Source: an optimization exercise on an open RTL-to-GDS flow (aim: small area). Production flows keep margins and buffers that such runs may drop.
In this exercise RTL edits were held to simulation tests only and were not proved equivalent to the original.
No activity file was given, so power comes from the tool's default toggle rates.

$ cat design/flow/design.v
`timescale 1ns/1ps
`default_nettype none
module io_dma (
   input  wire         clk,
   input  wire         rst,
   input  wire [15:0]  cpu0_instr,
   input  wire         cpu0_mon,
   input  wire         cpu0_vld,
   input  wire [23:0]  cpu0_aj,
   input  wire [23:0]  cpu0_ak,
   output wire [23:0]  cpu0_ai,
   input  wire [15:0]  cpu1_instr,
   input  wire         cpu1_mon,
   input  wire         cpu1_vld,
   input  wire [23:0]  cpu1_aj,
   input  wire [23:0]  cpu1_ak,
   output wire [23:0]  cpu1_ai,
   input  wire [15:0]  in0_data,
   input  wire [15:0]  in1_data,
   input  wire [1:0]   in_vld,
   output wire [1:0]   in_rdy,
   output wire [15:0]  out0_data,
   output wire [15:0]  out1_data,
   output wire [1:0]   out_vld,
   input  wire [1:0]   out_rdy,
   output wire         mem_req,
   output wire         mem_wr,
   output wire [21:0]  mem_addr,
   output wire [63:0]  mem_wdata,
   input  wire         mem_ack,
   input  wire [63:0]  mem_rdata
);
   wire c0_ok  = (cpu0_aj[23:2] == 22'd2);    
   wire c1_ok  = (cpu1_aj[23:2] == 22'd2);
   wire c0_v   = cpu0_vld & cpu0_mon;
   wire c1_v   = cpu1_vld & cpu1_mon;
   wire c0_wca = c0_v & (cpu0_instr[15:6] == 10'o0010);
   wire c0_wcl = c0_v & (cpu0_instr[15:6] == 10'o0011);
   wire c0_rd  = c0_v & (cpu0_instr[15:9] == 7'o033);
   wire c1_wca = c1_v & (cpu1_instr[15:6] == 10'o0010);
   wire c1_wcl = c1_v & (cpu1_instr[15:6] == 10'o0011);
   wire c1_rd  = c1_v & (cpu1_instr[15:9] == 7'o033);
   wire c0_any = c0_wca | c0_wcl | c0_rd;    
   logic        r_wca, r_wcl, r_rd0, r_rd1, r_int, r_ok;
   logic [1:0]  r_ch;
   logic [21:0] r_val;
   always_ff @(posedge clk)
   begin
      if (rst)
      begin
         r_wca <= 1'b0;
         r_wcl <= 1'b0;
         r_rd0 <= 1'b0;
         r_rd1 <= 1'b0;
      end
      else
      begin
         r_wca <= c0_any ? (c0_wca & c0_ok) : (c1_wca & c1_ok);
         r_wcl <= c0_any ? (c0_wcl & c0_ok) : (c1_wcl & c1_ok);
         r_rd0 <= c0_rd;
         r_rd1 <= !c0_any & c1_rd;
      end
      r_int <= c0_any ? (cpu0_instr[5:0] == 6'd0) : (cpu1_instr[5:0] == 6'd0);
      r_ok  <= c0_any ? c0_ok : c1_ok;
      r_ch  <= c0_any ? cpu0_aj[1:0] : cpu1_aj[1:0];
      r_val <= c0_any ? cpu0_ak[21:0] : cpu1_ak[21:0];
   end
   logic [3:0]       active;
   logic [3:0]       intv;
   logic [3:0][21:0] ca;
   logic [3:0][21:0] cl;
   localparam logic [1:0] IDLE = 2'd0, FETCH = 2'd1, FORWARD = 2'd2;
   logic [1:0]  state;
   logic [1:0]  gnt;
   logic [1:0]  last;
   logic [21:0] addr;
   logic [63:0] data;
   logic [63:0] rx0_w, rx1_w, tx0_w, tx1_w;
   logic [1:0]  rx0_cnt, rx1_cnt, tx0_cnt, tx1_cnt;
   logic        rx0_full, rx1_full, tx0_empty, tx1_empty;
   wire [3:0] req = active & {tx1_empty, rx1_full, tx0_empty, rx0_full};
   wire       arb_any = |req;
   logic [1:0] grant;
   always_comb
   begin
      grant = 2'd0;
      for (int k = 4; k >= 1; k--)
         if (req[2'(last + 2'(k))])
            grant = 2'(last + 2'(k));
   end
   wire        idle    = (state == IDLE);
   wire        fetch   = (state == FETCH);
   wire        forward = (state == FORWARD);
   wire        is_in   = !gnt[0];
   wire        take    = idle & arb_any;
   wire        cpl     = forward & (!is_in | mem_ack);
   wire [1:0]  ca_idx  = idle ? grant : gnt;
   wire [21:0] ca_sel  = ca[ca_idx];
   wire [21:0] ca_inc  = ca_sel + 22'd1;
   wire        cpl_hit = cpl & active[gnt];
   wire        cpl_done = cpl_hit & (ca_inc == cl[gnt]);
   wire        any_int = |intv;
   logic [1:0] int_idx;
   always_comb
   begin
      int_idx = 2'd0;
      for (int i = 3; i >= 0; i--)
         if (intv[i])
            int_idx = 2'(i);
   end
   wire       rd_any  = r_rd0 | r_rd1;
   wire [3:0] int_clr = (rd_any & r_int & any_int) ? (4'd1 << int_idx) : 4'd0;
   wire [3:0] int_set = cpl_done ? (4'd1 << gnt) : 4'd0;
   wire       wr_act  = (r_val != cl[r_ch]);
   always_ff @(posedge clk)
   begin
      if (rst)
      begin
         active <= '0;
         intv   <= '0;
         ca     <= '0;
         cl     <= '0;
      end
      else
      begin
         intv <= (intv & ~int_clr) | int_set;
         if (cpl_hit)
         begin
            ca[gnt] <= ca_inc;
            if (cpl_done)
               active[gnt] <= 1'b0;
         end
         if (r_wca)
         begin
            ca[r_ch]     <= r_val;
            active[r_ch] <= wr_act;
         end
         if (r_wcl)
            cl[r_ch] <= r_val;
      end
   end
   logic [23:0] ai0, ai1;
   wire  [21:0] rd_res = r_int ? (any_int ? {18'd0, 2'b10, int_idx} : 22'd0)
                                : (r_ok ? ca[r_ch] : 22'd0);
   always_ff @(posedge clk)
   begin
      if (rst)
      begin
         ai0 <= '0;
         ai1 <= '0;
      end
      else
      begin
         if (r_rd0)
            ai0 <= {2'b00, rd_res};
         if (r_rd1)
            ai1 <= {2'b00, rd_res};
      end
   end
   assign cpu0_ai = ai0;
   assign cpu1_ai = ai1;
   always_ff @(posedge clk)
   begin
      if (rst)
      begin
         state <= IDLE;
         gnt   <= '0;
         last  <= 2'd3;    
      end
      else
      begin
         if (take)
            last <= grant;
         case (state)
            IDLE:
               if (arb_any)
               begin
                  gnt   <= grant;
                  state <= FETCH;
               end
            FETCH:
               if (is_in || mem_ack)
                  state <= FORWARD;
            FORWARD:
               if (cpl)
                  state <= IDLE;
            default:
               state <= IDLE;
         endcase
      end
   end
   always_ff @(posedge clk)
   begin
      if (take)
         addr <= ca_sel;
      if (fetch && is_in)
         data <= gnt[1] ? rx1_w : rx0_w;
   end
   assign mem_req   = (fetch & !is_in) | (forward & is_in);
   assign mem_wr    = forward & is_in;
   assign mem_addr  = addr;
   assign mem_wdata = data;
   wire rx0_take = in_vld[0] & !rx0_full;
   wire rx1_take = in_vld[1] & !rx1_full;
   wire rx0_rd   = fetch & is_in & !gnt[1];
   wire rx1_rd   = fetch & is_in &  gnt[1];
   assign in_rdy = {!rx1_full, !rx0_full};
   always_ff @(posedge clk)
   begin
      if (rst)
      begin
         rx0_cnt  <= '0;
         rx1_cnt  <= '0;
         rx0_full <= 1'b0;
         rx1_full <= 1'b0;
      end
      else
      begin
         if (rx0_rd)
            rx0_full <= 1'b0;
         if (rx0_take)
         begin
            rx0_cnt <= rx0_cnt + 2'd1;
            if (rx0_cnt == 2'd3)
               rx0_full <= 1'b1;
         end
         if (rx1_rd)
            rx1_full <= 1'b0;
         if (rx1_take)
         begin
            rx1_cnt <= rx1_cnt + 2'd1;
            if (rx1_cnt == 2'd3)
               rx1_full <= 1'b1;
         end
      end
   end
   always_ff @(posedge clk)
   begin
      if (rx0_take)
         rx0_w <= {rx0_w[47:0], in0_data};
      if (rx1_take)
         rx1_w <= {rx1_w[47:0], in1_data};
   end
   wire tx_ld  = fetch & !is_in & mem_ack;
   wire tx0_wr = forward & !is_in & !gnt[1];
   wire tx1_wr = forward & !is_in &  gnt[1];
   wire tx0_sent = !tx0_empty & out_rdy[0];
   wire tx1_sent = !tx1_empty & out_rdy[1];
   assign out_vld = {!tx1_empty, !tx0_empty};
   always_ff @(posedge clk)
   begin
      if (rst)
      begin
         tx0_empty <= 1'b1;
         tx1_empty <= 1'b1;
         tx0_cnt   <= '0;
         tx1_cnt   <= '0;
      end
      else
      begin
         if (tx0_wr)
         begin
            tx0_empty <= 1'b0;
            tx0_cnt   <= '0;
         end
         else if (tx0_sent)
         begin
            tx0_cnt <= tx0_cnt + 2'd1;
            if (tx0_cnt == 2'd3)
               tx0_empty <= 1'b1;
         end
         if (tx1_wr)
         begin
            tx1_empty <= 1'b0;
            tx1_cnt   <= '0;
         end
         else if (tx1_sent)
         begin
            tx1_cnt <= tx1_cnt + 2'd1;
            if (tx1_cnt == 2'd3)
               tx1_empty <= 1'b1;
         end
      end
   end
   always_ff @(posedge clk)
   begin
      if (tx_ld && !gnt[1])
         tx0_w <= mem_rdata;
      if (tx_ld && gnt[1])
         tx1_w <= mem_rdata;
   end
   assign out0_data = tx0_cnt[1] ? (tx0_cnt[0] ? tx0_w[15:0]  : tx0_w[31:16])
                                 : (tx0_cnt[0] ? tx0_w[47:32] : tx0_w[63:48]);
   assign out1_data = tx1_cnt[1] ? (tx1_cnt[0] ? tx1_w[15:0]  : tx1_w[31:16])
                                 : (tx1_cnt[0] ? tx1_w[47:32] : tx1_w[63:48]);
endmodule
`default_nettype wire
$ cat design/flow/run.sh
#!/bin/bash
# synth_recipe.tcl (not shown) runs the flow's synth.tcl, then flattens the netlist and writes it again
# the make line also repeats each setting of config.mk as NAME=value (left out here)
make -C /OpenROAD-flow-scripts/flow DESIGN_CONFIG=/design/flow/config.mk WORK_HOME=/design/flow/orfs CLKGATE_MAP_FILE= SYNTH_SCRIPT=/design/flow/synth_recipe.tcl finish
$ cat design/flow/config.mk
export PLATFORM = sky130hd
export DESIGN_NAME = io_dma
export DESIGN_NICKNAME = io_dma
export VERILOG_FILES = /design/flow/design.v
export SDC_FILE = /design/flow/constraint.sdc
export NUM_CORES = 4
export LEC_CHECK = 0
export ABC_AREA = 1
export CAP_MARGIN = 20
export CORE_MARGIN = 2
export CORE_UTILIZATION = 60
export SLEW_MARGIN = 20
$ cat design/flow/constraint.sdc
create_clock -name core_clock -period 6.0 [get_ports {clk}]
set_input_delay 1.2000 -clock core_clock [delete_from_list [all_inputs] [get_ports {clk}]]
set_output_delay 1.2000 -clock core_clock [all_outputs]
set_load 0.01 [all_outputs]
==> results of run 1 <==
-- power groups by stage --
stage / clock, µW / combinational (µW) / sequential, µW
final: 4060 / 733 / 4590
after floorplan: 0 / 355 / 4660
after detailed placement: 0 / 681 / 4680
after global placement: 0 / 671 / 4670
after global routing: 4180 / 765 / 4600
after CTS: 4010 / 693 / 4590
-- state kept, by name, summed over array words and instances, names as in the netlist, 4 cells and up --
name / count
tx0_w: 64
rx1_w: 64
intv: 4
ai0: 22
data: 64
addr: 22
active: 4
cl: 88
rx0_w: 64
r_val: 22
ca: 88
ai1: 22
tx1_w: 64
-- metal layers --
layer | track usage | share of wire
met5 | 0 | 0.000064
met4 | 0.313 | 0.079
met3 | 0.151 | 0.15
met2 | 0.722 | 0.42
met1 | 0.616 | 0.35
-- worst max-delay path, cell delays in order (launching register included) --
cell     delay [ns]
dfxtp_1        0.63
inv_1          0.24
nand3_1        0.13
nand2_1        0.09
nand2_1        0.14
inv_2          0.06
nor2_4         0.10
nand2_2        0.08
nand2_2        0.08
nand3_4        0.35
nand2_4        0.46
nand2_1        0.12
nand3_1        0.09
nand2_1        0.35
nand3_4        0.31
xor2_1         0.73
xor2_1         0.15
a21oi_1        0.20
nand2_1        0.07
nor3_1         0.13
nand3_1        0.11
nor2_2         0.45
nand3_2        0.23
nand3_1        0.11
a21oi_1        0.09
-- cells by family (layout without fill, tap and decap cells) --
family,count (synthesis),after routing,synth area share
simple gates,2067,2067,0.269
buf+inv,508,818,0.0618
xor+xnor,46,46,0.0128
fa+ha+maj,18,18,0.00691
flops,618,618,0.485
mux,27,27,0.00922
compound gates,919,919,0.155
other cells,1,12,0.000115
-- worst max path at each step --
stage / endpoint / slack, ns / cells after the start / from
final: active[2]$_SDFF_PP0_ / 0.32 / 24 / last[0]$_SDFFE_PP1P_
after CTS: active[2]$_SDFF_PP0_ / 0.73 / 24 / last[0]$_SDFFE_PP1P_
after global routing: ca[10]$_SDFF_PP0_ / 0.23 / 29 / last[0]$_SDFFE_PP1P_
after detailed placement: ca[10]$_SDFF_PP0_ / 0.83 / 28 / last[0]$_SDFFE_PP1P_
after floorplan: tx0_w[0]$_DFFE_PP_ / 1.12 / 8 / gnt[0]$_SDFFE_PP0P_
after global placement: ca[10]$_SDFF_PP0_ / 0.94 / 29 / last[0]$_SDFFE_PP1P_
-- Yosys cell counts (all sizes together) (3+ instances only) --
master     n
buf       63
nor4      18
o31ai      3
mux2      24
xnor2     15
o21ai    415
o32ai      8
ha        18
o211ai    17
o221ai    14
nor2     367
mux2i      3
a22oi      6
a21oi    312
inv      232
dfxtp    276
or2        4
or4        5
edfxtp   342
a32o       9
nand2   1282
nor3      19
nand4     43
a32oi      8
clkbuf   208
nand3    323
xor2      31
a211oi     4
a31oi     20
o22ai     90
clkinv     5
-- stage by stage --
stage | hold slack, ns | cell area, µm² | instances
CTS | 0.448 | 39000 | 5210
global placement | 0.429 | 36900 | 5095
detailed placement | 0.432 | 36900 | 5096
floorplan | 0.427 | 32600 | 4207
global route | 0.455 | 39000 | 5218
finish | 0.446 | 39000 | 5221
-- layout make-up --
class	instances	area, µm²	area share
Multi-Input combinational cell	3081	14800	0.380
Clock inverter	31	369	0.00945
Antenna cell	8	20.0	0.000513
Clock buffer	83	1710	0.0437
Timing Repair Buffer	467	4560	0.117
Sequential cell	618	15800	0.405
Inverter	237	893	0.0229
Tap cell	696	871	0.0223
-- layout by cell type (no fill, tap or decap), drive strengths merged, types with 17 or more instances in the layout --
cell / Yosys / routed
nand3: 323 / 323
o21ai: 415 / 415
clkinv: 5 / 28
clkbuf: 208 / 83
nand4: 43 / 43
nor2: 367 / 367
a21oi: 312 / 312
mux2: 24 / 24
clkdlybuf4s50: 0 / 397
dfxtp: 276 / 276
ha: 18 / 18
edfxtp: 342 / 342
nor3: 19 / 19
inv: 232 / 232
o22ai: 90 / 90
nand2: 1282 / 1282
buf: 63 / 70
o211ai: 17 / 17
nor4: 18 / 18
a31oi: 20 / 20
xor2: 31 / 31
==> impl_metrics.py, run 1 <==
metrics = {
    "power_and_ir_drop": {
        "p_leak_uw": 0.0145,
        "intPower_uw": 7060,
        "pwr-share-comb": 0.078,
        "swShare": 0.248,
        "clockPowerShare": 0.432,
        "p_total_uw": 9390,
        "p_seq_frac": 0.489,
        "peakVddDrop_v": 0.000335,
        "power.density_nw_per_um2": 240,
        "switchingPower_uw": 2320,
    },
    "cts": {
        "clockRootBuffer": "clkbuf_16",
        "clk_latency_ns": 0.68,
        "postCtsHoldBufs": 0,
        "cts_buffer_depth": 3,
        "cts_made_buffers": 61,
        "h-tree-depth": 2,
        "cts_setup_buffers": 0,
        "clkTransAtPathRegs_ns": 0.07,
        "cts_resized": 0,
        "cts_sinks": 618,
        "cts_tree": "built",
    },
    "floorplanning": {
        "row_count": 85,
        "start_util": 0.606,
        "coreArea_um2": 53700,
        "die_h_um": 237,
        "dieArea_um2": 56200,
        "ios": 407,
        "die_x_um": 237,
    },
    "yosys": {
        "ys_seq_elements": 618,
        "ys_seq_area_frac": 0.485,
        "ys.flop_type": "edfxtp_1",
        "synth_area_leaders": "edfxtp_1 (32%), dfxtp_1 (17%), nand2_1 (14%)",
        "synth_top_area_share": 0.315,
        "synth_enable_flop_cells": 342,
        "yosysTopAreaCell": "edfxtp_1",
        "netlist_area_um2": 32600,
        "synth_cells": 4204,
        "avgSynthCellArea_um2": 7.75,
        "ys_warn_count": 1,
        "ys_types": 64,
        "synthArstFlopShare": 0,
    },
    "detailed_routing": {
        "first_pass_iters": 9,
        "drtIter0Drc": 6222,
        "vias": 34100,
        "drc": 0,
        "wl_mm": 141,
        "ant_nets": 0,
        "vias_per_cell": 6.53,
        "wl_per_cell_um": 27.0,
    },
    "timing": {
        "hold_violations": 0,
        "slew_violations": 0,
        "fin_tns_setup_ns": 0,
        "period_share": 0.946,
        "worst-slew-pin-transition_ns": 1.25,
        "max_clock_freq_mhz": 176,
        "clock_skew_ns": 0.0288,
        "rsz0062_at_grt": "no",
        "slew_headroom": 0.165,
        "setup_ws_ns": 0.322,
        "finalCriticalPeriod_ns": 5.68,
        "setup_viol": 0,
    },
    "critical_path": {
        "worstSetupStartpointType": "register",
        "crit_type": "register to register",
        "reg2reg_depth": 24,
        "required_ns": 6.51,
        "r2r_end": "active[2]$_SDFF_PP0_",
        "regToRegSetupSlack_ns": 0.32,
        "critPathArrivalTime_ns": 6.19,
        "r2r-start": "last[0]$_SDFFE_PP1P_",
        "end_kind": "register",
        "cp_max_fo": 25,
    },
    "min_path": {
        "min_from": "rx1_w[24]$_DFFE_PP_",
        "hold_end": "rx1_w[40]$_DFFE_PP_",
        "holdPathStages": 0,
        "worstHoldPathType": "register to register",
    },
    "placed_design": {
        "place_worst_setup_slack_ns": 0.830,
        "numPortBuffers": 398,
        "gp_congestion": 1.14,
        "dp_hpwl_mm": 95.9,
    },
    "final_layout": {
        "nNetsFinal": 4719,
        "num-fill-cells": 3912,
        "synthToLayoutAreaGrowth_pct": 19.9,
        "drive_above_1_share": 0.0700,
        "fin_util": 0.727,
    },
    "global_route": {
        "track_usage": 0.486,
        "overflow": 0,
        "grt_pass1_wl_mm": 202,
        "antenna_found_initial": 7,
        "grt_pass1_vias": 31400,
        "grt_max_degree": 109,
    },
    "outcome": {
        "status": "timing/DRC/antenna clean",
    },
    "flow_run": {
        "cap_violations": 0,
    },
}
==> inputs of run 2 (changes only) <==
--- a/design/flow/design.v
+++ b/design/flow/design.v
@@ -72,7 +72,6 @@
    localparam logic [1:0] IDLE = 2'd0, FETCH = 2'd1, FORWARD = 2'd2;
    logic [1:0]  state;
    logic [1:0]  gnt;
-   logic [1:0]  last;
    logic [21:0] addr;
    logic [63:0] data;
    logic [63:0] rx0_w, rx1_w, tx0_w, tx1_w;
@@ -85,8 +84,8 @@
    begin
       grant = 2'd0;
       for (int k = 4; k >= 1; k--)
-         if (req[2'(last + 2'(k))])
-            grant = 2'(last + 2'(k));
+         if (req[2'(gnt + 2'(k))])
+            grant = 2'(gnt + 2'(k));
    end
    wire        idle    = (state == IDLE);
    wire        fetch   = (state == FETCH);
@@ -164,13 +163,10 @@
       if (rst)
       begin
          state <= IDLE;
-         gnt   <= '0;
-         last  <= 2'd3;    
-      end
-      else
-      begin
-         if (take)
-            last <= grant;
+         gnt   <= 2'd3;    
+      end
+      else
+      begin
          case (state)
             IDLE:
                if (arb_any)
@@ -193,9 +189,9 @@
    begin
       if (take)
          addr <= ca_sel;
-      if (fetch && is_in)
-         data <= gnt[1] ? rx1_w : rx0_w;
-   end
+   end
+   always_ff @(posedge clk)
+      data <= ({64{rx0_rd}} & rx0_w) | ({64{rx1_rd}} & rx1_w) | ({64{!(rx0_rd | rx1_rd)}} & data);
    assign mem_req   = (fetch & !is_in) | (forward & is_in);
    assign mem_wr    = forward & is_in;
    assign mem_addr  = addr;
==> design/flow/flow/run.sh (new file) <==
#!/bin/bash
# Own layout flow: the standard synthesis, then a re-mapping of its combinational logic
# (flip-flop instances kept as they are), then the standard ORFS steps with small port buffers
# and a lighter clock tree. Each tool's output goes to a log file in this folder.
set -euo pipefail
W=$PWD
R=$W/orfs/results/$FLOW_PLATFORM/io_dma/base
LIB=$FLOW_HOME/platforms/sky130hd/lib/sky130_fd_sc_hd__tt_025C_1v80.lib
ABC_SCRIPT=$W/flow/resyn.abc
LAYOUT_VARS=(
  "BUFFER_PORTS_ARGS=-buffer_cell sky130_fd_sc_hd__buf_1"
  "CTS_ARGS=-sink_clustering_enable -repair_clock_nets -dont_use_dummy_load -buf_list {sky130_fd_sc_hd__clkbuf_4 sky130_fd_sc_hd__clkbuf_8} -sink_clustering_size 20 -sink_clustering_max_diameter 50"
)

# 1. Standard synthesis, unchanged
bash standard.sh synth > $W/1_standard_synth.log 2>&1
cp $R/1_2_yosys.v $W/std_1_2_yosys.v

# 2. Re-map the combinational cells; flip-flops and tie cells stay as black boxes
# The standard synthesis's own dont_use list, as its ABC call was given it
DONT_USE=$(grep -o -- "-dont_use [^ ]*" $W/orfs/logs/$FLOW_PLATFORM/io_dma/base/1_2_yosys.log | sort -u | tr '\n' ' ')
SEQ=$(grep -o 'sky130_fd_sc_hd__[a-z0-9_]*' $W/std_1_2_yosys.v | sort -u | grep -E '__(dfxtp|dfrtp|dfstp|dfbbp|dfrbp|dfsbp|dfxbp|edfxtp|edfxbp|sdf|sedf|dl|conb)' | tr '\n' ' ')
cat > $W/resyn.ys <<EOT
read_liberty -ignore_miss_func $LIB
blackbox $SEQ
read_verilog $W/std_1_2_yosys.v
hierarchy -top $FLOW_TOP
flatten
opt_clean
techmap
opt -fast
abc -script $ABC_SCRIPT -liberty $LIB $DONT_USE -D 6000
read_liberty -lib -overwrite $LIB
opt_clean -purge
hilomap -singleton -hicell sky130_fd_sc_hd__conb_1 HI -locell sky130_fd_sc_hd__conb_1 LO
insbuf -buf sky130_fd_sc_hd__buf_4 A X
opt_clean -purge
rename -hide w:*.*
check -assert -mapped
stat -liberty $LIB
write_verilog -noattr -nohex -nodec $W/resyn_1_2_yosys.v
EOT
ok=0
if yosys -s $W/resyn.ys > $W/2_resyn.log 2>&1; then
  # Keep the result only if its flip-flops are exactly the standard synthesis's
  regs() { grep -E "^\s*sky130_fd_sc_hd__[a-z0-9_]+ " "$1" | grep -E "$(echo $SEQ | tr ' ' '|' | sed 's/|$//')" | grep -v conb | sed 's/  *(\s*$//;s/^ *//' | sort; }
  regs $W/std_1_2_yosys.v > $W/regs_std.txt
  regs $W/resyn_1_2_yosys.v > $W/regs_resyn.txt
  if [ -s $W/regs_std.txt ] && cmp -s $W/regs_std.txt $W/regs_resyn.txt; then ok=1; fi
fi
echo "resynthesis used: $ok" | tee $W/resyn_used.txt
if [ $ok = 1 ]; then
  cp $W/resyn_1_2_yosys.v $R/1_2_yosys.v
  rm -f $R/1_synth.odb $R/1_synth.sdc
fi

# 3. Layout
bash standard.sh "${LAYOUT_VARS[@]}" finish > $W/3_layout.log 2>&1
==> design/flow/flow/resyn.abc (new file) <==
strash
&get -n
&fraig -x
&put
scorr
dc2
strash
&get -n
&deepsyn -T 60
&dch -f
&nf -R 1000
&put
==> design/flow/standard.sh (new file) <==
#!/bin/bash
# synth_recipe.tcl (not shown) runs the flow's synth.tcl, then flattens the netlist and writes it again
# the make line also repeats each setting of config.mk as NAME=value (left out here)
make -C /OpenROAD-flow-scripts/flow DESIGN_CONFIG=/design/flow/config.mk WORK_HOME=/design/flow/orfs CLKGATE_MAP_FILE= SYNTH_SCRIPT=/design/flow/synth_recipe.tcl "${@:-finish}"
--- a/design/flow/config.mk
+++ b/design/flow/config.mk
@@ -5,8 +5,7 @@
 export SDC_FILE = /design/flow/constraint.sdc
 export NUM_CORES = 4
 export LEC_CHECK = 0
-export ABC_AREA = 1
 export CAP_MARGIN = 20
 export CORE_MARGIN = 2
-export CORE_UTILIZATION = 60
+export CORE_UTILIZATION = 65
 export SLEW_MARGIN = 20
removed: design/flow/run.sh
==> run 2 against run 1 <==
Clock power is 51% lower. Hold slack lost 0.023 ns. Non-clock buffer count up 5. Utilization hardly changed. Clock skew up 0.063 ns. Flip-flop and latch count decreased by 2. Largest cell class unchanged. Sequential power down 1%. Sequential share of layout area is 16 points higher. Total power shrank 28%. Synthesized cell count fell by 49%. Clock-buffer cell count decreased by 36. Via count down 41%.
==> impl_metrics.py, run 2 <==
metrics = {
    "cts": {
        "clkTransAtPathRegs_ns": 0.11,
        "cts_tree": "built",
        "clk_latency_ns": 0.69,
        "cts_sinks": 616,
        "clockRootBuffer": "clkbuf_8",
        "postCtsHoldBufs": 0,
        "cts_buffer_depth": 3,
        "cts_made_buffers": 47,
        "h-tree-depth": 2,
    },
    "final_layout": {
        "layout_commonest_cell": "buf_1",
        "synthToLayoutAreaGrowth_pct": 9.76,
        "final_cell_mix": "buf_1 (397), dfxtp_1 (336), edfxtp_1 (278)",
        "drive_above_1_share": 0.0619,
        "reg_top3": "ca: 88 flops, cl: 88 flops",
        "final_cell_area_um2": 26700,
        "nNetsFinal": 2743,
    },
    "timing": {
        "slew_headroom": 0.200,
        "max_clock_freq_mhz": 178,
        "period_share": 0.935,
        "finalCriticalPeriod_ns": 5.61,
        "slew_violations": 0,
        "worst-slew-pin-transition_ns": 1.20,
        "clock_skew_ns": 0.0916,
        "rsz0062_at_grt": "no",
        "setup_viol": 0,
        "setup_ws_ns": 0.390,
        "hold_violations": 0,
    },
    "floorplanning": {
        "ios": 407,
        "die_x_um": 197,
        "coreArea_um2": 36700,
        "start_util": 0.662,
        "dieArea_um2": 38900,
        "die_h_um": 197,
        "row_count": 70,
    },
    "detailed_routing": {
        "wl_per_cell_um": 25.6,
        "ant_nets": 0,
        "wl_mm": 76.2,
        "vias": 20000,
        "drc": 0,
        "vias_per_cell": 6.72,
        "drtIter0Drc": 2804,
        "first_pass_iters": 8,
    },
    "critical_path": {
        "end_kind": "register",
        "worstSetupStartpointType": "register",
        "critPathArrivalTime_ns": 6.16,
        "cp_max_fo": 6,
        "regToRegSetupSlack_ns": 0.39,
        "critPathMaxStageDelay_ns": 0.36,
        "reg2reg_depth": 27,
        "crit_buf_inv": 1,
        "crit_type": "register to register",
        "required_ns": 6.55,
        "r2r-start": "state[1]$_SDFFE_PP0P_",
        "crit_family": "simple AND/OR/NAND/NOR gates",
        "slowest_stage": "nor4_2",
        "r2r_end": "active[2]$_SDFF_PP0_",
    },
    "min_path": {
        "worstHoldPathType": "register to register",
        "holdPathStages": 0,
        "min_from": "rx1_w[18]$_DFFE_PP_",
        "hold_end": "rx1_w[34]$_DFFE_PP_",
    },
    "yosys": {
        "ys_warn_count": 1,
        "synth_cells": 2132,
        "netlist_area_um2": 24300,
        "avgSynthCellArea_um2": 11.4,
    },
    "global_route": {
        "grt_pass1_wl_mm": 112,
        "overflow": 0,
        "track_usage": 0.383,
        "grt_max_degree": 46,
        "antenna_found_initial": 4,
        "grt_pass1_vias": 19100,
    },
    "placed_design": {
        "numPortBuffers": 398,
        "place_worst_setup_slack_ns": -0.0303,
        "gp_congestion": 1.04,
        "dp_hpwl_mm": 51.9,
        "dpl-instance-area_um2": 25900,
    },
    "power_and_ir_drop": {
        "p_leak_uw": 0.00931,
        "power.density_nw_per_um2": 254,
        "p_total_uw": 6770,
        "peakVddDrop_v": 0.000291,
    },
    "flow_run": {
        "cap_violations": 0,
    },
    "outcome": {
        "status": "timing/DRC/antenna clean",
    },
}
==> run 2: power breakdown <==
group / total (µW) / internal, µW / switching (µW)
Sequential: 4530 / 4460 / 68.3
Combinational: 271 / 93.4 / 178
Clock: 1970 / 703 / 1270
==> run 2: through the flow <==
stage / cells / utilization / setup TNS, ns / hold slack, ns
global placement: 2925 / 0.706 / 0 / 0.411
detailed placement: 2925 / 0.706 / -0.0649 / 0.419
CTS: 2972 / 0.724 / 0 / 0.424
finish: 2979 / 0.727 / 0 / 0.423
floorplan: 2135 / - / 0 / 0.408
global route: 2977 / 0.727 / 0 / 0.429
==> run 2: worst max-delay path by stage <==
stage / start / to / slack, ns / depth (start not counted)
floorplan: gnt[0]$_SDFFE_PP1P_ / active[0]$_SDFF_PP0_ / 0.03 / 25
global placement: state[1]$_SDFFE_PP0P_ / active[0]$_SDFF_PP0_ / 0.12 / 25
detailed placement: state[1]$_SDFFE_PP0P_ / active[2]$_SDFF_PP0_ / -0.03 / 25
CTS: state[1]$_SDFFE_PP0P_ / active[2]$_SDFF_PP0_ / 0.12 / 27
global route: gnt[1]$_SDFFE_PP1P_ / active[2]$_SDFF_PP0_ / 0.02 / 26
finish: state[1]$_SDFFE_PP0P_ / active[2]$_SDFF_PP0_ / 0.39 / 27
==> run 2: cell type report <==
| type | instances | area, µm² |
|---|---|---|
| Multi-Input combinational cell | 1355 | 8180 |
| Inverter | 16 | 60.1 |
| Tap cell | 468 | 586 |
| Fill cell | 2707 | 10000 |
| Antenna cell | 5 | 12.5 |
| Sequential cell | 616 | 15100 |
| Clock buffer | 47 | 647 |
| Timing Repair Buffer | 472 | 2070 |
==> run 2: timing repair <==
| item | CTS | global route |
|---|---|---|
| gates cloned | 0 | 0 |
| gates resized for setup | 3 | 8 |
| endpoints found under the hold margin | 0 | 0 |
| buffers inserted | 0 | 1 |
| endpoints found under the setup margin | 6 | 8 |
| pin swaps | 0 | 1 |
==> run 2: routing by layer <==
layer | part of all wire | vias up | GRT usage
met5 | 0 | - | 0
met4 | 0.048 | 0 | 0.169
met3 | 0.14 | 276 | 0.125
met2 | 0.45 | 1505 | 0.599
met1 | 0.37 | 9488 | 0.491
li1 | - | 8739 | -
==> run 2: worst register-to-register path: cells and delay by family (launching register included) <==
| kind | cells | cell delay, ns |
|---|---|---|
| compound gates | 8 | 1.45 |
| xor+xnor | 2 | 0.38 |
| buf+inv | 1 | 0.21 |
| flops | 1 | 0.33 |
| simple gates | 16 | 3.13 |
==> inputs of run 3 (changes only) <==
--- a/design/flow/flow/run.sh
+++ b/design/flow/flow/run.sh
@@ -9,7 +9,7 @@
 ABC_SCRIPT=$W/flow/resyn.abc
 LAYOUT_VARS=(
   "BUFFER_PORTS_ARGS=-buffer_cell sky130_fd_sc_hd__buf_1"
-  "CTS_ARGS=-sink_clustering_enable -repair_clock_nets -dont_use_dummy_load -buf_list {sky130_fd_sc_hd__clkbuf_4 sky130_fd_sc_hd__clkbuf_8} -sink_clustering_size 20 -sink_clustering_max_diameter 50"
+  "CTS_ARGS=-sink_clustering_enable -repair_clock_nets -dont_use_dummy_load -buf_list {sky130_fd_sc_hd__clkbuf_4} -sink_clustering_size 10 -sink_clustering_max_diameter 30"
 )
 
 # 1. Standard synthesis, unchanged
==> run 3 against run 2 <==
Clock-buffer cell count up 61. Total power up 2.7%. Die area unchanged. Sequential share of layout area down 0.38 points. Clock skew up 0.0047 ns. Critical endpoint is now active[0]$_SDFF_PP0_. Largest power group unchanged.
==> impl_metrics.py, run 3 <==
metrics = {
    "floorplanning": {
        "die_h_um": 197,
        "start_util": 0.662,
        "dieArea_um2": 38900,
        "die_x_um": 197,
        "row_count": 70,
        "coreArea_um2": 36700,
        "ios": 407,
    },
    "detailed_routing": {
        "wl_mm": 76.8,
        "vias": 20400,
        "vias_per_cell": 6.71,
        "first_pass_iters": 9,
        "drtIter0Drc": 2860,
        "drc": 0,
        "ant_nets": 0,
        "wl_per_cell_um": 25.2,
    },
    "timing": {
        "setup_viol": 0,
        "holdWs_ns": 0.414,
        "finalCriticalPeriod_ns": 5.61,
        "rsz0062_at_grt": "no",
        "max_clock_freq_mhz": 178,
        "period_share": 0.935,
        "slew_headroom": 0.208,
        "clock_skew_ns": 0.0963,
        "worst-slew-pin-transition_ns": 1.19,
        "slew_violations": 0,
        "hold_violations": 0,
    },
    "cts": {
        "cts_made_buffers": 108,
        "h-tree-depth": 3,
        "cts_sinks": 616,
        "postCtsHoldBufs": 0,
        "cts_tree": "built",
        "cts_buffer_depth": 3,
        "clk_latency_ns": 0.87,
        "clkTransAtPathRegs_ns": 0.09,
        "clockRootBuffer": "clkbuf_4",
    },
    "power_and_ir_drop": {
        "peakVddDrop_v": 0.000227,
        "p_leak_uw": 0.00947,
        "power.density_nw_per_um2": 259,
        "p_total_uw": 6950,
    },
    "final_layout": {
        "nNetsFinal": 2804,
        "num-fill-cells": 2724,
        "layout_commonest_cell": "buf_1",
        "reg_top3": "ca: 88 flops, cl: 88 flops",
        "synthToLayoutAreaGrowth_pct": 10.5,
        "drive_above_1_share": 0.0845,
        "fin_util": 0.732,
        "final_cell_mix": "buf_1 (397), dfxtp_1 (336), edfxtp_1 (278)",
    },
    "critical_path": {
        "crit_buf_inv": 1,
        "cp_max_fo": 6,
        "reg2reg_depth": 27,
        "crit_family": "simple AND/OR/NAND/NOR gates",
        "worstSetupStartpointType": "register",
        "critPathArrivalTime_ns": 6.29,
        "critPathMaxStageDelay_ns": 0.35,
        "worstSetupPathDepth": 27,
        "required_ns": 6.68,
        "end_kind": "register",
        "crit_type": "register to register",
        "slowest_stage": "nor4_2",
    },
    "yosys": {
        "avgSynthCellArea_um2": 11.4,
        "ys_warn_count": 1,
        "synth_cells": 2132,
        "netlist_area_um2": 24300,
    },
    "global_route": {
        "antenna_found_initial": 7,
        "grt_pass1_vias": 19600,
        "grt_pass1_wl_mm": 113,
        "grt_max_degree": 46,
        "overflow": 0,
        "track_usage": 0.387,
    },
    "min_path": {
        "holdPathStages": 0,
        "worstHoldPathType": "register to register",
    },
    "outcome": {
        "status": "timing/DRC/antenna clean",
    },
    "placed_design": {
        "dp_hpwl_mm": 51.9,
        "gp_congestion": 1.04,
        "numPortBuffers": 398,
    },
    "flow_run": {
        "cap_violations": 0,
    },
}
-- run 3: metrics by stage --
step	std cells	setup slack (ns)	TNS, ns	instance area, µm²
global route	3043	0.0388	0	26800
detailed placement	2925	-0.0303	-0.0649	25900
finish	3045	0.387	0	26800
CTS	3033	0.123	0	26700
global placement	2925	0.119	0	25900
floorplan	2135	0.0283	0	24300
-- run 3: final timing paths --
check	start	endpoint	slack, ns
setup / recovery	state[1]$_SDFFE_PP0P_	active[0]$_SDFF_PP0_	0.39
hold / removal	rx0_w[21]$_DFFE_PP_	rx0_w[37]$_DFFE_PP_	0.41
setup reg to reg	state[1]$_SDFFE_PP0P_	active[0]$_SDFF_PP0_	0.39
hold reg to reg	rx0_w[21]$_DFFE_PP_	rx0_w[37]$_DFFE_PP_	0.41
-- run 3: repair_timing --
action / CTS / global route
pin swaps: 0 / 3
setup endpoints to repair: 6 / 8
buffers inserted: 0 / 1
resized for setup: 3 / 9
-- run 3: per-layer routing --
metal / share of wire / vias up / GRT usage
met5: 0 / - / 0
met4: 0.050 / 0 / 0.188
met3: 0.14 / 324 / 0.129
met2: 0.45 / 1635 / 0.601
met1: 0.36 / 9557 / 0.490
li1: - / 8912 / -
-- run 3: cell type report --
cell class / instances / area (µm²) / area share
inverters: 16 / 60.1 / 0.00224
diodes: 10 / 25.0 / 0.000932
clock buffers: 108 / 811 / 0.0302
flip-flops and latches: 616 / 15100 / 0.563
multi-input cells: 1355 / 8180 / 0.305
repair buffers: 472 / 2070 / 0.0771
well taps: 468 / 586 / 0.0218
-- run 3: report_power, final --
group | switching, µW | internal [µW]
sequential | 67.7 | 4460
clock | 1330 | 816
combinational | 179 | 93.4
total | 1580 | 5370
==> inputs of run 4 (changes only) <==
--- a/design/flow/design.v
+++ b/design/flow/design.v
@@ -41,8 +41,8 @@
    wire c1_wcl = c1_v & (cpu1_instr[15:6] == 10'o0011);
    wire c1_rd  = c1_v & (cpu1_instr[15:9] == 7'o033);
    wire c0_any = c0_wca | c0_wcl | c0_rd;    
-   logic        r_wca, r_wcl, r_rd0, r_rd1, r_int, r_ok;
-   logic [1:0]  r_ch;
+   logic        r_wca, r_wcl, r_rd0, r_rd1, r_int;
+   logic [3:0]  r_sel;    
    logic [21:0] r_val;
    always_ff @(posedge clk)
    begin
@@ -61,8 +61,7 @@
          r_rd1 <= !c0_any & c1_rd;
       end
       r_int <= c0_any ? (cpu0_instr[5:0] == 6'd0) : (cpu1_instr[5:0] == 6'd0);
-      r_ok  <= c0_any ? c0_ok : c1_ok;
-      r_ch  <= c0_any ? cpu0_aj[1:0] : cpu1_aj[1:0];
+      r_sel <= c0_any ? ({3'd0, c0_ok} << cpu0_aj[1:0]) : ({3'd0, c1_ok} << cpu1_aj[1:0]);
       r_val <= c0_any ? cpu0_ak[21:0] : cpu1_ak[21:0];
    end
    logic [3:0]       active;
@@ -75,8 +74,10 @@
    logic [21:0] addr;
    logic [63:0] data;
    logic [63:0] rx0_w, rx1_w, tx0_w, tx1_w;
-   logic [1:0]  rx0_cnt, rx1_cnt, tx0_cnt, tx1_cnt;
-   logic        rx0_full, rx1_full, tx0_empty, tx1_empty;
+   logic [1:0]  rx0_cnt, rx1_cnt;
+   logic        rx0_full, rx1_full;
+   wire         tx0_empty = !out_vld[0];
+   wire         tx1_empty = !out_vld[1];
    wire [3:0] req = active & {tx1_empty, rx1_full, tx0_empty, rx0_full};
    wire       arb_any = |req;
    logic [1:0] grant;
@@ -110,7 +111,18 @@
    wire       rd_any  = r_rd0 | r_rd1;
    wire [3:0] int_clr = (rd_any & r_int & any_int) ? (4'd1 << int_idx) : 4'd0;
    wire [3:0] int_set = cpl_done ? (4'd1 << gnt) : 4'd0;
-   wire       wr_act  = (r_val != cl[r_ch]);
+   logic [21:0] cl_r, ca_r;    
+   always_comb
+   begin
+      cl_r = '0;
+      ca_r = '0;
+      for (int i = 0; i < 4; i++)
+      begin
+         cl_r = cl_r | ({22{r_sel[i]}} & cl[i]);
+         ca_r = ca_r | ({22{r_sel[i]}} & ca[i]);
+      end
+   end
+   wire       wr_act  = (r_val != cl_r);
    always_ff @(posedge clk)
    begin
       if (rst)
@@ -129,18 +141,21 @@
             if (cpl_done)
                active[gnt] <= 1'b0;
          end
-         if (r_wca)
-         begin
-            ca[r_ch]     <= r_val;
-            active[r_ch] <= wr_act;
-         end
-         if (r_wcl)
-            cl[r_ch] <= r_val;
+         for (int i = 0; i < 4; i++)
+         begin
+            if (r_wca && r_sel[i])
+            begin
+               ca[i]     <= r_val;
+               active[i] <= wr_act;
+            end
+            if (r_wcl && r_sel[i])
+               cl[i] <= r_val;
+         end
       end
    end
    logic [23:0] ai0, ai1;
    wire  [21:0] rd_res = r_int ? (any_int ? {18'd0, 2'b10, int_idx} : 22'd0)
-                                : (r_ok ? ca[r_ch] : 22'd0);
+                                : ca_r;
    always_ff @(posedge clk)
    begin
       if (rst)
@@ -240,42 +255,27 @@
    wire tx_ld  = fetch & !is_in & mem_ack;
    wire tx0_wr = forward & !is_in & !gnt[1];
    wire tx1_wr = forward & !is_in &  gnt[1];
-   wire tx0_sent = !tx0_empty & out_rdy[0];
-   wire tx1_sent = !tx1_empty & out_rdy[1];
-   assign out_vld = {!tx1_empty, !tx0_empty};
-   always_ff @(posedge clk)
-   begin
-      if (rst)
-      begin
-         tx0_empty <= 1'b1;
-         tx1_empty <= 1'b1;
-         tx0_cnt   <= '0;
-         tx1_cnt   <= '0;
+   logic [3:0] tx0_pos, tx1_pos;
+   assign out_vld = {|tx1_pos, |tx0_pos};
+   wire tx0_sent = out_vld[0] & out_rdy[0];
+   wire tx1_sent = out_vld[1] & out_rdy[1];
+   always_ff @(posedge clk)
+   begin
+      if (rst)
+      begin
+         tx0_pos <= '0;
+         tx1_pos <= '0;
       end
       else
       begin
          if (tx0_wr)
-         begin
-            tx0_empty <= 1'b0;
-            tx0_cnt   <= '0;
-         end
+            tx0_pos <= 4'b0001;
          else if (tx0_sent)
-         begin
-            tx0_cnt <= tx0_cnt + 2'd1;
-            if (tx0_cnt == 2'd3)
-               tx0_empty <= 1'b1;
-         end
+            tx0_pos <= {tx0_pos[2:0], 1'b0};
          if (tx1_wr)
-         begin
-            tx1_empty <= 1'b0;
-            tx1_cnt   <= '0;
-         end
+            tx1_pos <= 4'b0001;
          else if (tx1_sent)
-         begin
-            tx1_cnt <= tx1_cnt + 2'd1;
-            if (tx1_cnt == 2'd3)
-               tx1_empty <= 1'b1;
-         end
+            tx1_pos <= {tx1_pos[2:0], 1'b0};
       end
    end
    always_ff @(posedge clk)
@@ -285,9 +285,9 @@
       if (tx_ld && gnt[1])
          tx1_w <= mem_rdata;
    end
-   assign out0_data = tx0_cnt[1] ? (tx0_cnt[0] ? tx0_w[15:0]  : tx0_w[31:16])
-                                 : (tx0_cnt[0] ? tx0_w[47:32] : tx0_w[63:48]);
-   assign out1_data = tx1_cnt[1] ? (tx1_cnt[0] ? tx1_w[15:0]  : tx1_w[31:16])
-                                 : (tx1_cnt[0] ? tx1_w[47:32] : tx1_w[63:48]);
+   assign out0_data = ({16{tx0_pos[0]}} & tx0_w[63:48]) | ({16{tx0_pos[1]}} & tx0_w[47:32])
+                    | ({16{tx0_pos[2]}} & tx0_w[31:16]) | ({16{tx0_pos[3]}} & tx0_w[15:0]);
+   assign out1_data = ({16{tx1_pos[0]}} & tx1_w[63:48]) | ({16{tx1_pos[1]}} & tx1_w[47:32])
+                    | ({16{tx1_pos[2]}} & tx1_w[31:16]) | ({16{tx1_pos[3]}} & tx1_w[15:0]);
 endmodule
 `default_nettype wire
--- a/design/flow/flow/run.sh
+++ b/design/flow/flow/run.sh
@@ -9,7 +9,7 @@
 ABC_SCRIPT=$W/flow/resyn.abc
 LAYOUT_VARS=(
   "BUFFER_PORTS_ARGS=-buffer_cell sky130_fd_sc_hd__buf_1"
-  "CTS_ARGS=-sink_clustering_enable -repair_clock_nets -dont_use_dummy_load -buf_list {sky130_fd_sc_hd__clkbuf_4} -sink_clustering_size 10 -sink_clustering_max_diameter 30"
+  "CTS_ARGS=-sink_clustering_enable -repair_clock_nets -dont_use_dummy_load -buf_list {sky130_fd_sc_hd__clkbuf_4 sky130_fd_sc_hd__clkbuf_8} -sink_clustering_size 20 -sink_clustering_max_diameter 50"
 )
 
 # 1. Standard synthesis, unchanged
==> run 4 against run 3 <==
Synthesized cell count is 6.1% lower. Flip-flop and latch count up 3. Critical path type unchanged. Hold slack improved by 0.0092 ns. Critical endpoint is now active[3]$_SDFFE_PP0P_. Cell count decreased by 6.3%.
==> impl_metrics.py, run 4 <==
metrics = {
    "outcome": {
        "status": "timing/DRC/antenna clean",
    },
    "detailed_routing": {
        "drc": 0,
        "drtIter0Drc": 2674,
        "wl_per_cell_um": 23.3,
        "vias_per_cell": 6.54,
        "wl_mm": 66.4,
        "vias": 18600,
        "first_pass_iters": 12,
        "ant_nets": 0,
    },
    "critical_path": {
        "required_ns": 6.50,
        "slowest_stage": "or4_1",
        "crit_top_cell": "nand3_1",
        "regToRegSetupSlack_ns": 0.28,
        "crit_buf_inv": 3,
        "cp_max_fo": 5,
        "crit_family": "simple AND/OR/NAND/NOR gates",
        "end_kind": "register",
        "crit_type": "register to register",
        "critPathMaxStageDelay_ns": 0.59,
        "critPathArrivalTime_ns": 6.23,
        "worstSetupStartpointType": "register",
    },
    "power_and_ir_drop": {
        "pwr-share-comb": 0.024,
        "p_total_uw": 6600,
        "p_leak_uw": 0.00952,
        "switchingPower_uw": 1390,
        "p_seq_frac": 0.685,
        "clockPowerShare": 0.291,
        "power.density_nw_per_um2": 250,
        "swShare": 0.210,
        "peakVddDrop_v": 0.000293,
        "intPower_uw": 5210,
    },
    "timing": {
        "hold_violations": 0,
        "worst-slew-pin-transition_ns": 1.23,
        "finalCriticalPeriod_ns": 5.72,
        "max_clock_freq_mhz": 175,
        "slew_headroom": 0.183,
        "setup_ws_ns": 0.275,
        "setup_viol": 0,
        "slew_violations": 0,
        "period_share": 0.954,
        "clock_skew_ns": 0.0716,
    },
    "placed_design": {
        "place_worst_setup_slack_ns": -0.0904,
        "dpl-instance-area_um2": 25600,
        "gp_congestion": 0.959,
        "dp.cells": 2799,
        "dp_hpwl_mm": 43.5,
        "numPortBuffers": 398,
    },
    "floorplanning": {
        "row_count": 70,
        "coreArea_um2": 36400,
        "die_x_um": 196,
        "dieArea_um2": 38300,
        "die_h_um": 196,
        "ios": 407,
        "start_util": 0.656,
    },
    "cts": {
        "cts_made_buffers": 46,
        "clockRootBuffer": "clkbuf_8",
        "cts_buffer_depth": 3,
        "h-tree-depth": 2,
        "cts_tree": "built",
        "clkTransAtPathRegs_ns": 0.11,
        "cts_sinks": 619,
        "clk_latency_ns": 0.67,
        "postCtsHoldBufs": 0,
    },
    "final_layout": {
        "nNetsFinal": 2619,
        "fin_util": 0.724,
        "layout_commonest_cell": "buf_1",
        "drive_above_1_share": 0.0718,
        "final_cell_mix": "buf_1 (397), dfxtp_1 (341), edfxtp_1 (278)",
        "synthToLayoutAreaGrowth_pct": 10.4,
        "reg_top3": "ca: 88 flops, cl: 88 flops",
        "fin_cells": 2852,
        "final_cell_area_um2": 26400,
    },
    "global_route": {
        "grt_max_degree": 65,
        "grt_pass1_wl_mm": 99.2,
        "overflow": 0,
        "grt_pass1_vias": 17700,
        "track_usage": 0.335,
        "antenna_found_initial": 2,
    },
    "yosys": {
        "synth_cells": 2002,
        "ys_warn_count": 1,
        "netlist_area_um2": 23900,
        "avgSynthCellArea_um2": 11.9,
    },
    "min_path": {
        "worstHoldPathType": "register to register",
    },
    "flow_run": {
        "cap_violations": 0,
    },
}
run 4: cell count changes in the layout (fill, tap and decap cells not counted), moves of 10 or more:
cell      delta
a222oi_1    +80
a22o_1      +54
a22oi_1     -27
clkbuf_4   -108
clkbuf_8    +46
clkinv_1    +22
mux2i_1     -11
nand2b_1    -10
nor2_1      -41
o21ai_0     -79
o221ai_1    -15
o22ai_1     -74
or3_1       -12
run 4: metal layers:
layer / track usage / part of all wire / vias to the layer above / wire (µm)
met3: 0.0988 / 0.13 / 211 / 8770
met5: 0 / 0.00020 / - / 13
met2: 0.510 / 0.45 / 1299 / 29600
met1: 0.459 / 0.39 / 8812 / 25700
met4: 0.125 / 0.035 / 2 / 2330
li1: - / - / 8322 / -
run 4: metrics by stage:
stage | setup TNS (ns) | hold slack, ns
floorplan | 0 | 0.408
global placement | 0 | 0.411
detailed placement | -0.247 | 0.431
CTS | 0 | 0.417
global route | -0.169 | 0.415
finish | 0 | 0.424
run 4: worst paths after layout:
path / cells past startpoint / start / to
max reg2reg: 26 / tx1_pos[2]$_SDFFE_PP0P_ / active[3]$_SDFFE_PP0P_
min reg2reg: 0 / rx1_w[31]$_DFFE_PP_ / rx1_w[47]$_DFFE_PP_
max: 26 / tx1_pos[2]$_SDFFE_PP0P_ / active[3]$_SDFFE_PP0P_
min: 0 / rx1_w[31]$_DFFE_PP_ / rx1_w[47]$_DFFE_PP_
run 4: worst register-to-register path: cells and delay by family, from the launching register on:
family / cells / cell delay (ns)
compound gates: 5 / 0.75
simple gates: 18 / 4.04
flops: 1 / 0.31
buf+inv: 3 / 0.48
run 4: power groups by stage:
stage / clock network, µW / registers [µW] / logic (µW)
floorplan: 0 / 4600 / 58.4
global placement: 0 / 4610 / 150
detailed placement: 0 / 4620 / 154
CTS: 1940 / 4520 / 155
global route: 2080 / 4530 / 171
finish: 1920 / 4520 / 158
run 4: cell type report:
| class | instances | area (µm²) |
|---|---|---|
| clock buffer | 46 | 633 |
| sequential | 619 | 15200 |
| multi-input combinational | 1200 | 7730 |
| timing repair buffer | 479 | 2100 |
| antenna | 2 | 5.00 |
| inverter | 38 | 143 |
| tap | 468 | 586 |
| fill | 2646 | 10100 |
run 4: what timing repair did:
action	4_1_cts	5_1_grt
cloned	0	0
setup buffers	0	5
resized for setup	3	14
setup endpoints to repair	8	11
pin swaps	0	4
==> inputs of run 5 (changes only) <==
--- a/design/flow/config.mk
+++ b/design/flow/config.mk
@@ -7,5 +7,5 @@
 export LEC_CHECK = 0
 export CAP_MARGIN = 20
 export CORE_MARGIN = 2
-export CORE_UTILIZATION = 65
+export CORE_UTILIZATION = 75
 export SLEW_MARGIN = 20
==> run 5 against run 4 <==
Still clean. First-iteration DRC count is 34% higher. Combinational power hardly changed. Highest routed layer unchanged. Worst setup slack better by 0.14 ns. Via count is 2.3% higher. Register-to-register slack better by 0.14 ns. Cell count is 2.7% lower. Die area is 13% lower. Synthesized cell count stayed put. Cell area is 0.78% lower. Clock-buffer cell count is 2 lower. Sequential power hardly changed.
==> impl_metrics.py, run 5 <==
metrics = {
    "placed_design": {
        "dpl-instance-area_um2": 25400,
        "gp_congestion": 0.967,
        "numPortBuffers": 398,
        "dp_hpwl_mm": 44.8,
    },
    "cts": {
        "clockRootBuffer": "clkbuf_8",
        "clk_latency_ns": 0.61,
        "cts_made_buffers": 44,
        "clkTransAtPathRegs_ns": 0.11,
        "h-tree-depth": 2,
        "cts_tree": "built",
        "cts_sinks": 619,
        "cts_buffer_depth": 3,
    },
    "timing": {
        "slew_headroom": 0.200,
        "worst-slew-pin-transition_ns": 1.20,
        "hold_violations": 0,
        "period_share": 0.931,
        "max_clock_freq_mhz": 179,
        "fin_tns_setup_ns": 0,
        "rsz0062_at_grt": "no",
        "finalCriticalPeriod_ns": 5.59,
        "setup_viol": 0,
        "slew_violations": 0,
        "clock_skew_ns": 0.0549,
    },
    "critical_path": {
        "regToRegSetupSlack_ns": 0.41,
        "reg2reg_depth": 27,
        "r2r_end": "active[3]$_SDFFE_PP0P_",
        "critPathArrivalTime_ns": 6.07,
        "r2r-start": "tx1_pos[2]$_SDFFE_PP0P_",
        "required_ns": 6.48,
        "cp_max_fo": 5,
        "worstSetupStartpointType": "register",
        "crit_type": "register to register",
        "end_kind": "register",
    },
    "detailed_routing": {
        "wl_mm": 67.5,
        "vias_per_cell": 6.87,
        "drtIter0Drc": 3571,
        "ant_nets": 0,
        "drc": 0,
        "first_pass_iters": 14,
        "wl_per_cell_um": 24.3,
        "vias": 19100,
    },
    "floorplanning": {
        "coreArea_um2": 31500,
        "dieArea_um2": 33300,
        "row_count": 65,
        "die_x_um": 182,
        "start_util": 0.759,
        "ios": 407,
        "die_h_um": 182,
    },
    "global_route": {
        "grt_pass1_vias": 18400,
        "antenna_found_initial": 1,
        "grt_pass1_wl_mm": 100,
        "overflow": 0,
        "track_usage": 0.391,
        "grt_max_degree": 67,
    },
    "yosys": {
        "avgSynthCellArea_um2": 11.9,
        "synth_cells": 2002,
        "netlist_area_um2": 23900,
        "ys_warn_count": 1,
    },
    "flow_run": {
        "cap_violations": 0,
    },
    "outcome": {
        "status": "timing/DRC/antenna clean",
    },
    "final_layout": {
        "reg_top3": "ca: 88 flops, cl: 88 flops",
        "num-fill-cells": 1781,
        "layout_commonest_cell": "buf_1",
        "final_cell_mix": "buf_1 (397), dfxtp_1 (341), edfxtp_1 (278)",
        "n_antenna_cell": 0,
        "final_cell_area_um2": 26200,
        "synthToLayoutAreaGrowth_pct": 9.52,
        "drive_above_1_share": 0.0670,
        "nNetsFinal": 2611,
    },
    "min_path": {
        "holdPathStages": 0,
        "min_from": "rx1_w[43]$_DFFE_PP_",
        "hold_end": "rx1_w[59]$_DFFE_PP_",
        "worstHoldPathType": "register to register",
    },
    "power_and_ir_drop": {
        "p_leak_uw": 0.00946,
        "power.density_nw_per_um2": 250,
        "peakVddDrop_v": 0.000263,
    },
}
[run 5: metal layers]
metal / routed length (µm) / GRT usage / vias up
met2: 30700 / 0.614 / 1535
li1: - / - / 8323
met4: 3210 / 0.168 / 2
met1: 23800 / 0.512 / 8920
met5: 13 / 0 / -
met3: 9770 / 0.114 / 296
[run 5: per-stage QoR]
stage / power, µW / hold WS, ns / instances / util / worst slack (ns)
6_report: 6540 / 0.423 / 2776 / 0.831 / 0.412
3_3_place_gp: 4760 / 0.410 / 2727 / 0.808 / 0.255
5_1_grt: 6700 / 0.437 / 2776 / 0.831 / 0.00379
4_1_cts: 6530 / 0.409 / 2771 / 0.827 / 0.0428
2_1_floorplan: 4660 / 0.408 / 2005 / - / 0.0641
3_5_place_dp: 4770 / 0.428 / 2727 / 0.808 / 0.0565
[run 5: layout make-up]
cell class                      count  area (µm²)  area share
Inverter                           38         143     0.00545
Multi-Input combinational cell   1200        7680       0.293
Clock buffer                       44         606      0.0231
Tap cell                          402         503      0.0192
Timing Repair Buffer              473        2060      0.0788
Sequential cell                   619       15200       0.580
[run 5: critical path, cell delays in order, from the launching register on]
cell and delay (ns):
dfxtp_1 0.32, or4_1 0.60, nor2_2 0.17, a21oi_1 0.11, a211oi_2 0.27, a21oi_1 0.17, nand2_2 0.16, o22ai_1 0.10
nor2_2 0.23, nand4_1 0.21, nor3_1 0.26, and2_0 0.20, nand4_1 0.18, a21oi_2 0.19, nand3_1 0.11, nand2b_1 0.19
a21oi_1 0.20, buf_4 0.17, nand2_1 0.08, xnor2_2 0.34, xor2_1 0.13, nor4_1 0.19, nand4_1 0.15, nor4_2 0.28
buf_4 0.18, nand3_1 0.10, nand3_1 0.10, o21ai_0 0.08
[run 5: what timing repair did]
item | in CTS | in global routing
endpoints found under the setup margin | 0 | 12
hold buffers | 0 | 0
buffers inserted | 0 | 3
resized for setup | 0 | 13
hold endpoints to repair | 0 | 0
[run 5: worst max-delay path by stage]
| stage | from | end | slack (ns) | cells past startpoint |
|---|---|---|---|---|
| after global routing | tx1_pos[2]$_SDFFE_PP0P_ | active[3]$_SDFFE_PP0P_ | 0.004 | 27 |
| after global placement | tx0_pos[2]$_SDFFE_PP0P_ | active[3]$_SDFFE_PP0P_ | 0.26 | 26 |
| after CTS | tx0_pos[0]$_SDFFE_PP0P_ | active[3]$_SDFFE_PP0P_ | 0.04 | 25 |
| after floorplan | tx1_pos[2]$_SDFFE_PP0P_ | active[3]$_SDFFE_PP0P_ | 0.06 | 26 |
| final | tx1_pos[2]$_SDFFE_PP0P_ | active[3]$_SDFFE_PP0P_ | 0.41 | 27 |
| after detailed placement | tx0_pos[2]$_SDFFE_PP0P_ | active[3]$_SDFFE_PP0P_ | 0.06 | 25 |
[run 5: power by group]
group	leakage, µW	internal, µW	switching [µW]
Combinational	0.00378	57.6	102
Clock	0.000316	660	1200
Sequential	0.00536	4470	58.5
==> inputs of run 6 (changes only) <==
--- a/design/flow/design.v
+++ b/design/flow/design.v
@@ -41,6 +41,8 @@
    wire c1_wcl = c1_v & (cpu1_instr[15:6] == 10'o0011);
    wire c1_rd  = c1_v & (cpu1_instr[15:9] == 7'o033);
    wire c0_any = c0_wca | c0_wcl | c0_rd;    
+   wire c0_int = (cpu0_instr[5:0] == 6'd0);
+   wire c1_int = (cpu1_instr[5:0] == 6'd0);
    logic        r_wca, r_wcl, r_rd0, r_rd1, r_int;
    logic [3:0]  r_sel;    
    logic [21:0] r_val;
@@ -60,8 +62,9 @@
          r_rd0 <= c0_rd;
          r_rd1 <= !c0_any & c1_rd;
       end
-      r_int <= c0_any ? (cpu0_instr[5:0] == 6'd0) : (cpu1_instr[5:0] == 6'd0);
-      r_sel <= c0_any ? ({3'd0, c0_ok} << cpu0_aj[1:0]) : ({3'd0, c1_ok} << cpu1_aj[1:0]);
+      r_int <= c0_any ? (c0_rd & c0_int) : (c1_rd & c1_int);
+      r_sel <= c0_any ? ({3'd0, c0_ok & !(c0_rd & c0_int)} << cpu0_aj[1:0])
+                      : ({3'd0, c1_ok & !(c1_rd & c1_int)} << cpu1_aj[1:0]);
       r_val <= c0_any ? cpu0_ak[21:0] : cpu1_ak[21:0];
    end
    logic [3:0]       active;
@@ -154,8 +157,7 @@
       end
    end
    logic [23:0] ai0, ai1;
-   wire  [21:0] rd_res = r_int ? (any_int ? {18'd0, 2'b10, int_idx} : 22'd0)
-                                : ca_r;
+   wire  [21:0] rd_res = ca_r | {18'd0, r_int & any_int, 1'b0, {2{r_int}} & int_idx};
    always_ff @(posedge clk)
    begin
       if (rst)
--- a/design/flow/config.mk
+++ b/design/flow/config.mk
@@ -7,5 +7,5 @@
 export LEC_CHECK = 0
 export CAP_MARGIN = 20
 export CORE_MARGIN = 2
-export CORE_UTILIZATION = 75
+export CORE_UTILIZATION = 65
 export SLEW_MARGIN = 20
==> run 6 against run 5 <==
Register-to-register slack got worse by 0.05 ns. Still clean. Critical endpoint is now active[2]$_SDFFE_PP0P_. Synthesized cell count fell by 0.20%. Hold slack got worse by 0.015 ns. Fmax fell by 0.95%. Global-route usage fell by 3.5 points.
==> impl_metrics.py, run 6 <==
metrics = {
    "critical_path": {
        "crit_type": "register to register",
        "r2r_end": "active[2]$_SDFFE_PP0P_",
        "required_ns": 6.48,
        "r2r-start": "tx1_pos[3]$_SDFFE_PP0P_",
        "regToRegSetupSlack_ns": 0.36,
        "crit_top_cell": "nand2_1",
        "cp_max_fo": 4,
        "end_kind": "register",
        "critPathArrivalTime_ns": 6.13,
        "reg2reg_depth": 32,
        "worstSetupStartpointType": "register",
        "slowest_stage": "dfxtp_1",
        "critPathMaxStageDelay_ns": 0.35,
    },
    "min_path": {
        "hold_end": "rx1_w[58]$_DFFE_PP_",
        "min_from": "rx1_w[42]$_DFFE_PP_",
        "holdPathStages": 0,
        "worstHoldPathType": "register to register",
    },
    "detailed_routing": {
        "first_pass_iters": 8,
        "vias": 18700,
        "drc": 0,
        "drtIter0Drc": 2532,
        "ant_nets": 0,
        "vias_per_cell": 6.53,
        "wl_per_cell_um": 24.2,
        "wl_mm": 69.4,
    },
    "timing": {
        "period_share": 0.940,
        "setup_ws_ns": 0.358,
        "clock_skew_ns": 0.0581,
        "hold_violations": 0,
        "setup_viol": 0,
        "max_clock_freq_mhz": 177,
        "worst-slew-pin-transition_ns": 1.24,
        "fin_tns_setup_ns": 0,
        "finalCriticalPeriod_ns": 5.64,
        "holdWs_ns": 0.408,
        "slew_violations": 0,
        "slew_headroom": 0.170,
    },
    "cts": {
        "h-tree-depth": 2,
        "cts_buffer_depth": 3,
        "cts_tree": "built",
        "cts_sinks": 619,
        "clockRootBuffer": "clkbuf_8",
        "clkTransAtPathRegs_ns": 0.11,
        "clk_latency_ns": 0.68,
        "cts_made_buffers": 46,
    },
    "power_and_ir_drop": {
        "p_leak_uw": 0.00952,
        "peakVddDrop_v": 0.000215,
        "p_total_uw": 6620,
        "power.density_nw_per_um2": 250,
    },
    "placed_design": {
        "numPortBuffers": 398,
        "dpl-instance-area_um2": 25700,
        "gp_congestion": 0.934,
        "place_worst_setup_slack_ns": -0.168,
        "dp_hpwl_mm": 46.1,
    },
    "global_route": {
        "overflow": 0,
        "grt_pass1_wl_mm": 104,
        "antenna_found_initial": 9,
        "track_usage": 0.356,
        "grt_pass1_vias": 18200,
        "grt_max_degree": 67,
    },
    "final_layout": {
        "layout_commonest_cell": "buf_1",
        "final_cell_area_um2": 26500,
        "synthToLayoutAreaGrowth_pct": 11.0,
        "drive_above_1_share": 0.0747,
        "nNetsFinal": 2621,
        "final_cell_mix": "buf_1 (397), dfxtp_1 (341), nand2_1 (296)",
        "num-fill-cells": 2643,
        "reg_top3": "ca: 88 flops, cl: 88 flops",
    },
    "floorplanning": {
        "die_x_um": 196,
        "dieArea_um2": 38300,
        "row_count": 70,
        "start_util": 0.657,
        "ios": 407,
        "coreArea_um2": 36300,
        "die_h_um": 196,
    },
    "yosys": {
        "ys_warn_count": 1,
        "avgSynthCellArea_um2": 11.9,
        "netlist_area_um2": 23900,
        "synth_cells": 1998,
    },
    "flow_run": {
        "cap_violations": 0,
    },
    "outcome": {
        "status": "timing/DRC/antenna clean",
    },
}
[run 6: final cells by class]
class	count	area, µm²	area share
Antenna cell	10	25.0	0.000944
Clock buffer	46	633	0.0239
Inverter	29	113	0.00425
Multi-Input combinational cell	1205	7780	0.294
Sequential cell	619	15200	0.573
Tap cell	468	586	0.0221
Timing Repair Buffer	485	2190	0.0825
[run 6: worst max-delay path, delay by kind of cell (launching register included)]
family          cells  cell delay [ns]
compound gates      5             0.61
flops               1             0.35
xor+xnor            2             0.32
buf+inv             2             0.30
simple gates       23             3.90
[run 6: how the worst max path moves through the flow]
stage	start	endpoint	slack, ns
3_3_place_gp	tx1_pos[2]$_SDFFE_PP0P_	active[2]$_SDFFE_PP0P_	0.04
3_5_place_dp	tx1_pos[2]$_SDFFE_PP0P_	active[2]$_SDFFE_PP0P_	-0.17
6_report	tx1_pos[3]$_SDFFE_PP0P_	active[2]$_SDFFE_PP0P_	0.36
4_1_cts	tx1_pos[2]$_SDFFE_PP0P_	active[2]$_SDFFE_PP0P_	0.003
2_1_floorplan	tx1_pos[2]$_SDFFE_PP0P_	active[2]$_SDFFE_PP0P_	0.02
5_1_grt	tx1_pos[3]$_SDFFE_PP0P_	active[1]$_SDFFE_PP0P_	-0.006
[run 6: per-layer routing]
metal / GRT usage / up-vias / routed length (µm)
li1: - / 8324 / -
met2: 0.563 / 1264 / 32200
met1: 0.475 / 8898 / 25700
met3: 0.0815 / 197 / 8400
met5: 0 / - / 16
met4: 0.160 / 2 / 3020
[run 6: where the power goes]
part           internal [µW]  switching (µW)  leakage [µW]
clock network            688            1250      0.000331
logic                   59.4             106       0.00387
registers               4470            53.0       0.00532
[run 6: repair_timing]
item | 4_1_cts | 5_1_grt
endpoints found under the setup margin | 8 | 12
pin swaps | 1 | 7
gates resized for setup | 5 | 13
endpoints found under the hold margin | 0 | 0
buffers inserted | 1 | 1
hold buffers | 0 | 0
[run 6: through the flow]
stage / utilization / std cells
after detailed placement: 0.707 / 2803
final: 0.729 / 2862
after floorplan: - / 2001
after global routing: 0.729 / 2860
after global placement: 0.706 / 2800
after CTS: 0.726 / 2850

afterwards: timing with drivers on the ports:
No port has a modelled driver above. Below, the same layouts with a new extraction and two added sets of constraints. Step 1: set_driving_cell puts a clkbuf_16 on clk and a buf_2 on each other input, an assumption about the parent block. Step 2 times the ports against the registers' clock, not the clock port: input delays grow and output delays shrink by t, the midpoint of the rising clock arrivals with the driver on. Three values: ideal ports, drivers, drivers and shift; two values: the first two.
run | t, ns | setup WS [ns] | worst data-port slew with drivers (ns)
run 1 | 0.733 | 0.322 / 0.322 / 0.322 | 0.11
run 2 | 0.703 | 0.390 / 0.390 / 0.390 | 0.09
run 3 | 0.877 | 0.387 / 0.388 / 0.388 | 0.09
run 4 | 0.687 | 0.275 / 0.275 / 0.275 | 0.10
run 5 | 0.629 | 0.412 / 0.412 / 0.412 | 0.07
run 6 | 0.699 | 0.358 / 0.358 / 0.358 | 0.11
After both steps every run listed still meets setup and hold.
